Background: an optimization exercise with open tools, aiming at small area and few clock cycles. Do not read the settings as production practice. The RTL was checked by simulation tests, not by an equivalence proof against the original design.

==> inputs of run a <==
==> flow/design.v <==
package brmf_pkg;
	localparam int MASK_REACH = 2;
	localparam int MASK_SPAN = 2 * MASK_REACH + 1;
	localparam int MASK_W = MASK_SPAN * MASK_SPAN;
	localparam int THR_W = 5;
	localparam int SIZE_W = 11;
	localparam int GRAY_W = 8;
	localparam int POS_W = 10;
	localparam int CNT_W = $clog2(MASK_W + 1);
	localparam int CFG_DATA_W = MASK_W;
	localparam int OUT_DATA_W = ((1 + 2 * POS_W + 7) / 8) * 8;
	localparam logic [MASK_W-1:0] MASK_RESET = '1;
	localparam logic [THR_W-1:0] THR_RESET = THR_W'(1);
	localparam logic [SIZE_W-1:0] SIZE_RESET = SIZE_W'(1024);
	typedef enum logic [1:0] {
		REG_MASK = 2'd0,
		REG_THRESH = 2'd1,
		REG_WIDTH = 2'd2,
		REG_HEIGHT = 2'd3
	} cfg_reg_t;
	typedef enum logic {
		ITEM_PIXEL = 1'b0,
		ITEM_FLUSH = 1'b1
	} item_kind_t;
endpackage
import brmf_pkg::*;
module binary_rank_morphology_filter #(
	parameter int RADIUS = 2,
	parameter int MAX_WIDTH = 512,
	parameter int MAX_HEIGHT = 1024
) (
	input logic clk,
	input logic arst_n,
	input logic s_tvalid,
	output logic s_tready,
	input logic [GRAY_W-1:0] s_tdata,  
	input logic s_tuser,  
	output logic m_tvalid,
	input logic m_tready,
	output logic [OUT_DATA_W-1:0] m_tdata,  
	output logic m_tlast,  
	input logic cfg_valid,
	output logic cfg_ready,
	input logic [1:0] cfg_index,  
	input logic [CFG_DATA_W-1:0] cfg_data
);
	localparam int NROW = MASK_SPAN - 1;
	localparam int HEAD = MASK_SPAN - 1;
	localparam int TAIL = 3;
	localparam int NSEG = 9;
	localparam int BIG = MAX_WIDTH - HEAD - TAIL - 255;
	localparam int CW = $clog2(MAX_WIDTH);
	localparam int YW = $clog2(MAX_HEIGHT);
	logic [MASK_W-1:0] mask_n_q;
	logic [CW-1:0] w_m1_n_q;
	logic [YW-1:0] h_m1_n_q;
	logic [MASK_W-1:0] mask_q;
	logic [THR_W-1:0] thr_q;
	logic [CW-1:0] w_m1_q;
	logic [YW-1:0] h_m1_q;
	logic [CW-1:0] w_m1_d;
	logic [YW-1:0] h_m1_d;
	logic [CW-1:0] w_m2;
	logic [CW-1:0] mid;
	logic [NSEG-1:0] seg_use;
	logic w1;
	logic w2;
	logic m1;
	logic m2;
	logic m3;
	logic [CW-1:0] in_x_q;
	logic [YW-1:0] in_y_q;
	logic in_done_q;
	logic first_q;
	logic s1_valid;
	logic s1_black;
	logic [CW-1:0] s1_x;
	logic [YW-1:0] s1_y;
	logic s1_last;
	logic m_valid_q;
	logic m_black_q;
	logic [CW-1:0] m_x_q;
	logic [YW-1:0] m_y_q;
	logic m_last_q;
	logic out_move;
	logic adv;
	logic size_write;
	logic in_xend;
	logic primed;
	logic accept;
	logic shift;
	logic shift_val;
	logic emit;
	logic xend;
	logic [CW-1:0] nx;
	logic [YW-1:0] ny;
	logic last;
	logic restart;
	logic [NROW:0] c;
	logic [NROW:0][HEAD:1] head_q;
	logic [NROW:1] a0_q;
	logic [NROW:1] a1_q;
	logic [NROW:1] b_q;
	logic [MASK_W-1:0] win;
	logic [MASK_W-1:0] en;
	logic [CNT_W-1:0] count;
	logic black;
	assign mask_q = ~mask_n_q;
	assign w_m1_q = ~w_m1_n_q;
	assign h_m1_q = ~h_m1_n_q;
	always_comb begin
		if (cfg_data[SIZE_W-1:0] == '0) begin
			w_m1_d = '0;
			h_m1_d = '0;
		end else begin
			w_m1_d = (32'(cfg_data[SIZE_W-1:0]) > 32'(MAX_WIDTH))
				? CW'(MAX_WIDTH - 1) : CW'(cfg_data[SIZE_W-1:0] - SIZE_W'(1));
			h_m1_d = (32'(cfg_data[SIZE_W-1:0]) > 32'(MAX_HEIGHT))
				? YW'(MAX_HEIGHT - 1) : YW'(cfg_data[SIZE_W-1:0] - SIZE_W'(1));
		end
		w_m2 = w_m1_q - CW'(1);
		mid = w_m1_q - CW'(HEAD + TAIL - 1);
		if (mid >= CW'(BIG)) begin
			seg_use = {1'b1, 8'(mid - CW'(BIG))};
		end else begin
			seg_use = {1'b0, 8'(mid)};
		end
		w1 = w_m1_q == CW'(0);
		w2 = w_m1_q == CW'(1);
		m3 = h_m1_q == YW'(0);
		m2 = h_m1_q == YW'(1);
		m1 = w1 && (h_m1_q == YW'(2));
	end
	always_comb begin
		out_move = !m_valid_q || m_tready;
		adv = !s1_valid || out_move;
		s_tready = adv;
		accept = s_tvalid && adv;
		cfg_ready = 1'b1;
		size_write = cfg_valid && (cfg_index == REG_WIDTH || cfg_index == REG_HEIGHT);
		in_xend = in_x_q == w_m1_q;
		primed = (in_y_q >= YW'(4)) || (in_y_q == YW'(3) && !w1)
			|| (in_y_q == YW'(2) && in_x_q >= CW'(2));
		shift = accept && ((s_tuser == ITEM_PIXEL) != in_done_q);
		shift_val = !in_done_q && (s_tdata == '0);
		emit = shift && (in_done_q || primed);
		xend = s1_x == w_m1_q;
		if (first_q || xend) begin
			nx = '0;
		end else begin
			nx = s1_x + CW'(1);
		end
		if (first_q) begin
			ny = '0;
		end else if (xend) begin
			ny = s1_y + YW'(1);
		end else begin
			ny = s1_y;
		end
		last = (nx == w_m1_q) && (ny == h_m1_q);
		restart = size_write || (emit && last);
	end
	assign c[0] = shift_val;
	for (genvar k = 0; k <= NROW; k++) begin : g_row
		always_ff @(posedge clk) begin
			if (shift) begin
				head_q[k][1] <= c[k];
				for (int j = 2; j <= HEAD; j++) begin
					head_q[k][j] <= head_q[k][j-1];
				end
			end
		end
		if (k < NROW) begin : g_line
			logic [NSEG:0] seg_in;
			logic a0_d;
			assign seg_in[0] = head_q[k][HEAD];
			for (genvar s = 0; s < NSEG; s++) begin : g_seg
				localparam int L = (s == NSEG - 1) ? BIG : (1 << s);
				logic [L-1:0] sr_q;
				if (L == 1) begin : g_one
					always_ff @(posedge clk) begin
						if (shift) begin
							sr_q <= seg_in[s];
						end
					end
				end else begin : g_many
					always_ff @(posedge clk) begin
						if (shift) begin
							sr_q <= {sr_q[L-2:0], seg_in[s]};
						end
					end
				end
				assign seg_in[s+1] = seg_use[s] ? sr_q[L-1] : seg_in[s];
			end
			always_comb begin
				case (w_m1_q)
					CW'(2): a0_d = c[k];
					CW'(3): a0_d = head_q[k][1];
					CW'(4): a0_d = head_q[k][2];
					CW'(5): a0_d = head_q[k][3];
					default: a0_d = seg_in[NSEG];
				endcase
			end
			always_ff @(posedge clk) begin
				if (shift) begin
					a0_q[k+1] <= a0_d;
					a1_q[k+1] <= w2 ? c[k] : a0_q[k+1];
					b_q[k+1] <= a1_q[k+1];
				end
			end
			assign c[k+1] = w1 ? head_q[k][1] : b_q[k+1];
		end
	end
	for (genvar gy = 0; gy < MASK_SPAN; gy++) begin : g_wy
		for (genvar gx = 0; gx < MASK_SPAN; gx++) begin : g_wx
			localparam int IDX = gy * MASK_SPAN + gx;
			localparam int K = MASK_SPAN - 1 - gy;
			localparam int J = MASK_SPAN - 1 - gx;
			localparam int KS = (K == 2) ? 1 : K;
			logic tap_std;
			logic tap_m1;
			logic tap_s;
			logic tap_s3;
			logic row_ok;
			logic col_ok;
			logic tap;
			logic tap_en;
			if (J == 0) begin : g_j0
				assign tap_std = c[K];
			end else begin : g_jn
				assign tap_std = head_q[K][J];
			end
			assign tap_m1 = head_q[K][1];
			if (K >= 1 && K <= 3) begin : g_small
				if (J == 0) begin : g_s0
					assign tap_s = a0_q[K];
					assign tap_s3 = a0_q[KS];
				end else if (J == 1) begin : g_s1
					assign tap_s = a1_q[K];
					assign tap_s3 = a1_q[KS];
				end else if (J == 2) begin : g_s2
					assign tap_s = c[K];
					assign tap_s3 = c[KS];
				end else begin : g_s3
					assign tap_s = head_q[K][J-2];
					assign tap_s3 = head_q[KS][J-2];
				end
			end else begin : g_big
				assign tap_s = tap_std;
				assign tap_s3 = tap_std;
			end
			always_comb begin
				if (m3 && K == 2) begin
					tap = tap_s3;
				end else if (m2 && K >= 1 && K <= 3) begin
					tap = tap_s;
				end else if (m1 && J == 2) begin
					tap = tap_m1;
				end else begin
					tap = tap_std;
				end
				case (gy)
					0: row_ok = ny >= YW'(2);
					1: row_ok = ny != '0;
					3: row_ok = !m3;
					4: row_ok = !m2 && !m3;
					default: row_ok = 1'b1;
				endcase
				case (gx)
					0: col_ok = nx >= CW'(2);
					1: col_ok = nx != '0;
					3: col_ok = nx != w_m1_q;
					4: col_ok = (nx != w_m1_q) && (nx != w_m2);
					default: col_ok = 1'b1;
				endcase
				tap_en = mask_q[IDX] && row_ok && col_ok;
			end
			assign win[IDX] = tap;
			assign en[IDX] = tap_en;
		end
	end
	always_comb begin
		count = '0;
		for (int i = 0; i < MASK_W; i++) begin
			count = count + CNT_W'(win[i] & en[i]);
		end
		black = count >= CNT_W'(thr_q);
	end
	always_ff @(posedge clk or negedge arst_n) begin
		if (!arst_n) begin
			mask_n_q <= '0;
			thr_q <= THR_RESET;
			w_m1_n_q <= '0;
			h_m1_n_q <= '0;
		end else if (cfg_valid) begin
			unique case (cfg_index)
				REG_MASK: mask_n_q <= ~cfg_data;
				REG_THRESH: thr_q <= cfg_data[THR_W-1:0];
				REG_WIDTH: w_m1_n_q <= ~w_m1_d;
				REG_HEIGHT: h_m1_n_q <= ~h_m1_d;
				default: mask_n_q <= mask_n_q;
			endcase
		end
	end
	always_ff @(posedge clk or negedge arst_n) begin
		if (!arst_n) begin
			in_x_q <= '0;
			in_y_q <= '0;
			in_done_q <= 1'b0;
			first_q <= 1'b1;
		end else if (restart) begin
			in_x_q <= '0;
			in_y_q <= '0;
			in_done_q <= 1'b0;
			first_q <= 1'b1;
		end else begin
			if (shift && !in_done_q) begin
				if (in_xend) begin
					in_x_q <= '0;
					in_y_q <= in_y_q + YW'(1);
					if (in_y_q == h_m1_q) begin
						in_done_q <= 1'b1;
					end
				end else begin
					in_x_q <= in_x_q + CW'(1);
				end
			end
			if (emit) begin
				first_q <= 1'b0;
			end
		end
	end
	always_ff @(posedge clk or negedge arst_n) begin
		if (!arst_n) begin
			s1_valid <= 1'b0;
			m_valid_q <= 1'b0;
		end else begin
			if (adv) begin
				s1_valid <= emit;
			end
			if (out_move) begin
				m_valid_q <= s1_valid;
			end
		end
	end
	always_ff @(posedge clk) begin
		if (emit) begin
			s1_black <= black;
			s1_x <= nx;
			s1_y <= ny;
			s1_last <= last;
		end
		if (out_move && s1_valid) begin
			m_black_q <= s1_black;
			m_x_q <= s1_x;
			m_y_q <= s1_y;
			m_last_q <= s1_last;
		end
	end
	assign m_tvalid = m_valid_q;
	assign m_tdata = {{(OUT_DATA_W - 2 * POS_W - 1){1'b0}}, POS_W'(m_y_q), POS_W'(m_x_q), m_black_q};
	assign m_tlast = m_last_q;
endmodule
==> flow/flow/run.sh <==
#!/bin/bash
# The standard layout (standard.sh, unchanged synthesis), with two layout settings changed:
# - input and output ports are buffered with the smallest buffer, sky130_fd_sc_hd__buf_1;
# - CTS uses clkbuf_8 for the tree, clusters of up to 15 sinks within 50 um, and no dummy loads.
# The make output goes to standard.log; each ORFS step keeps its own log under orfs/logs/.
set -euo pipefail
bash standard.sh \
  "BUFFER_PORTS_ARGS=-buffer_cell sky130_fd_sc_hd__buf_1" \
  "CTS_ARGS=-sink_clustering_enable -repair_clock_nets -dont_use_dummy_load -buf_list sky130_fd_sc_hd__clkbuf_8 -sink_clustering_size 15 -sink_clustering_max_diameter 50" \
  finish > standard.log 2>&1
==> flow/standard.sh <==
#!/bin/bash
# synth_recipe.tcl (not shown) runs the flow's synth.tcl, then flattens the netlist and writes it again
# the make line also repeats each setting of config.mk as NAME=value (left out here)
make -C /OpenROAD-flow-scripts/flow DESIGN_CONFIG=/design/flow/config.mk WORK_HOME=/design/flow/orfs CLKGATE_MAP_FILE= SYNTH_SCRIPT=/design/flow/synth_recipe.tcl "${@:-finish}"
==> flow/config.mk <==
export PLATFORM = sky130hd
export DESIGN_NAME = binary_rank_morphology_filter
export DESIGN_NICKNAME = binary_rank_morphology_filter
export VERILOG_FILES = /design/flow/design.v
export SDC_FILE = /design/flow/constraint.sdc
export NUM_CORES = 4
export LEC_CHECK = 0
export ABC_AREA = 1
export CAP_MARGIN = 20
export CORE_MARGIN = 2
export CORE_UTILIZATION = 70
export PLACE_DENSITY = 0.8
export SLEW_MARGIN = 20
==> flow/constraint.sdc <==
create_clock -name core_clock -period 10.0 [get_ports {clk}]
set_input_delay 2.0000 -clock core_clock [delete_from_list [all_inputs] [get_ports {clk}]]
set_output_delay 2.0000 -clock core_clock [all_outputs]
set_load 0.01 [all_outputs]
==> run b: changes against run a <==
--- a/flow/design.v
+++ b/flow/design.v
@@ -52,7 +52,4 @@
 	localparam int CW = $clog2(MAX_WIDTH);
 	localparam int YW = $clog2(MAX_HEIGHT);
-	logic [MASK_W-1:0] mask_n_q;
-	logic [CW-1:0] w_m1_n_q;
-	logic [YW-1:0] h_m1_n_q;
 	logic [MASK_W-1:0] mask_q;
 	logic [THR_W-1:0] thr_q;
@@ -106,7 +103,4 @@
 	logic [CNT_W-1:0] count;
 	logic black;
-	assign mask_q = ~mask_n_q;
-	assign w_m1_q = ~w_m1_n_q;
-	assign h_m1_q = ~h_m1_n_q;
 	always_comb begin
 		if (cfg_data[SIZE_W-1:0] == '0) begin
@@ -289,15 +283,15 @@
 	always_ff @(posedge clk or negedge arst_n) begin
 		if (!arst_n) begin
-			mask_n_q <= '0;
+			mask_q <= MASK_RESET;
 			thr_q <= THR_RESET;
-			w_m1_n_q <= '0;
-			h_m1_n_q <= '0;
+			w_m1_q <= CW'(MAX_WIDTH - 1);
+			h_m1_q <= YW'(MAX_HEIGHT - 1);
 		end else if (cfg_valid) begin
 			unique case (cfg_index)
-				REG_MASK: mask_n_q <= ~cfg_data;
+				REG_MASK: mask_q <= cfg_data;
 				REG_THRESH: thr_q <= cfg_data[THR_W-1:0];
-				REG_WIDTH: w_m1_n_q <= ~w_m1_d;
-				REG_HEIGHT: h_m1_n_q <= ~h_m1_d;
-				default: mask_n_q <= mask_n_q;
+				REG_WIDTH: w_m1_q <= w_m1_d;
+				REG_HEIGHT: h_m1_q <= h_m1_d;
+				default: mask_q <= mask_q;
 			endcase
 		end
==> flow/run.sh (new file) <==
#!/bin/bash
# synth_recipe.tcl (not shown) runs the flow's synth.tcl, then flattens the netlist and writes it again
# the make line also repeats each setting of config.mk as NAME=value (left out here)
make -C /OpenROAD-flow-scripts/flow DESIGN_CONFIG=/design/flow/config.mk WORK_HOME=/design/flow/orfs CLKGATE_MAP_FILE= SYNTH_SCRIPT=/design/flow/synth_recipe.tcl finish
ABC_AREA = not set   (was 1)
CTS_BUF_LIST = sky130_fd_sc_hd__clkbuf_8   (was not set)
CTS_CLUSTER_DIAMETER = 60   (was not set)
CTS_CLUSTER_SIZE = 15   (was not set)
removed: flow/flow/run.sh
removed: flow/standard.sh
==> run c: changes against run a <==
--- a/flow/design.v
+++ b/flow/design.v
@@ -52,7 +52,4 @@
 	localparam int CW = $clog2(MAX_WIDTH);
 	localparam int YW = $clog2(MAX_HEIGHT);
-	logic [MASK_W-1:0] mask_n_q;
-	logic [CW-1:0] w_m1_n_q;
-	logic [YW-1:0] h_m1_n_q;
 	logic [MASK_W-1:0] mask_q;
 	logic [THR_W-1:0] thr_q;
@@ -106,7 +103,4 @@
 	logic [CNT_W-1:0] count;
 	logic black;
-	assign mask_q = ~mask_n_q;
-	assign w_m1_q = ~w_m1_n_q;
-	assign h_m1_q = ~h_m1_n_q;
 	always_comb begin
 		if (cfg_data[SIZE_W-1:0] == '0) begin
@@ -289,15 +283,15 @@
 	always_ff @(posedge clk or negedge arst_n) begin
 		if (!arst_n) begin
-			mask_n_q <= '0;
+			mask_q <= MASK_RESET;
 			thr_q <= THR_RESET;
-			w_m1_n_q <= '0;
-			h_m1_n_q <= '0;
+			w_m1_q <= CW'(MAX_WIDTH - 1);
+			h_m1_q <= YW'(MAX_HEIGHT - 1);
 		end else if (cfg_valid) begin
 			unique case (cfg_index)
-				REG_MASK: mask_n_q <= ~cfg_data;
+				REG_MASK: mask_q <= cfg_data;
 				REG_THRESH: thr_q <= cfg_data[THR_W-1:0];
-				REG_WIDTH: w_m1_n_q <= ~w_m1_d;
-				REG_HEIGHT: h_m1_n_q <= ~h_m1_d;
-				default: mask_n_q <= mask_n_q;
+				REG_WIDTH: w_m1_q <= w_m1_d;
+				REG_HEIGHT: h_m1_q <= h_m1_d;
+				default: mask_q <= mask_q;
 			endcase
 		end
==> flow/flow/run.sh (replaced) <==
#!/bin/bash
# The standard layout (standard.sh, unchanged synthesis), with two layout settings changed:
# - input and output ports are buffered with the smallest buffer, sky130_fd_sc_hd__buf_1;
# - CTS uses clkbuf_8 for the tree, clusters of up to 15 sinks within 60 um, and no dummy loads.
# The make output goes to standard.log; each ORFS step keeps its own log under orfs/logs/.
set -euo pipefail
bash standard.sh \
  "BUFFER_PORTS_ARGS=-buffer_cell sky130_fd_sc_hd__buf_1" \
  "CTS_ARGS=-sink_clustering_enable -repair_clock_nets -dont_use_dummy_load -buf_list sky130_fd_sc_hd__clkbuf_8 -sink_clustering_size 15 -sink_clustering_max_diameter 60" \
  finish > standard.log 2>&1
ABC_AREA = not set   (was 1)
==> comparison table <==
|  | run c | run a | run b |
|---|---|---|---|
| Result of the run | no timing/DRC/antenna violations | no timing/DRC/antenna violations | no timing/DRC/antenna violations |
| Initial antenna violation count | 2 | 4 | 3 |
| RR Startpoint | w_m1_q[1] | w_m1_n_q[3] | w_m1_q[1] |
| Area taken by multi-input logic gates | 5610 sq um | 4970 sq um | 5620 sq um |
| XOR/XNOR Fraction of Synth Area | 0.0106 | 0.00767 | 0.0106 |
| Placeable core region | 100000 sq um | 100000 sq um | 100000 sq um |
| Minimum setup slack among reg-to-reg paths | 1.44 ns | 1.71 ns | 1.41 ns |
| Final weighted congestion in routability-driven placement | 0.869 | 0.871 | 0.881 |
| Routed met1 length | 47.1 mm | 48.8 mm | 47.2 mm |
| Die Area | 104000 sq um | 103000 sq um | 104000 sq um |
| Number of cells traversed by the worst register-to-register path | 29 | 31 | 29 |
| Portion of netlist area occupied by mux cells | 0.0106 | 0.000425 | 0.0106 |
| Clock-pin slew reported for the worst setup and hold paths after clock tree synthesis | 0.10 ns | 0.09 ns | 0.09 ns |
| Summed instance area of the synthesized netlist | 70700 sq um | 70600 sq um | 70700 sq um |
| Wire length of the first global-routing pass | 155 mm | 170 mm | 156 mm |
| Critical Path Fanout Max | 17 | 27 | 17 |
| Met3 demand-to-capacity share in global routing | 0.0341 | 0.0353 | 0.0359 |
| Worst Skew | 0.101 ns | 0.0843 ns | 0.0446 ns |
| WL met3 | 4.75 mm | 4.97 mm | 4.92 mm |
| Filler cells | 5047 | 5059 | 4956 |
| Hold EP | g_row[1].g_line.g_seg[6].sr_q[21] | g_row[0].g_line.g_seg[3].sr_q[3] | g_row[0].g_line.g_seg[7].sr_q[62] |
| Worst hold path startpoint | g_row[1].g_line.g_seg[6].sr_q[20] | g_row[0].g_line.g_seg[3].sr_q[2] | g_row[0].g_line.g_seg[7].sr_q[61] |
Testbench counts of run a, summed over its fixed seeds: cycles 538,188.
Testbench counts of run b, summed over its fixed seeds: cycles 538,188.
Testbench counts of run c, summed over its fixed seeds: cycles 538,188.

[port drivers added, routing unchanged]
Ports are ideal in the flow. The routed layouts listed here were re-timed in OpenROAD.
Step 1 (the two cells are an assumption about what drives the block):
set clk [get_ports {clk}]
set_driving_cell -lib_cell sky130_fd_sc_hd__clkbuf_16 $clk
set_driving_cell -lib_cell sky130_fd_sc_hd__buf_2 [delete_from_list [all_inputs] $clk]
Step 2 adds t to the input delays and takes it off the output delays; t is the mean of the earliest and latest rising clock arrival at the registers after step 1. Input paths then give back, and output paths get back, about the clock's delay inside the block.
a / b / c = no drivers / after step 1 / after step 2; a / b = the first two.
run | t (ns) | setup slack, ns | cell pins on the clock port's net
run a | 0.873 | 1.708 / 1.708 / 1.708 | 1
run b | 0.915 | 1.410 / 1.410 / 1.410 | 1
run c | 0.879 | 1.444 / 1.444 / 1.444 | 1
After both steps every run listed still meets setup and hold.
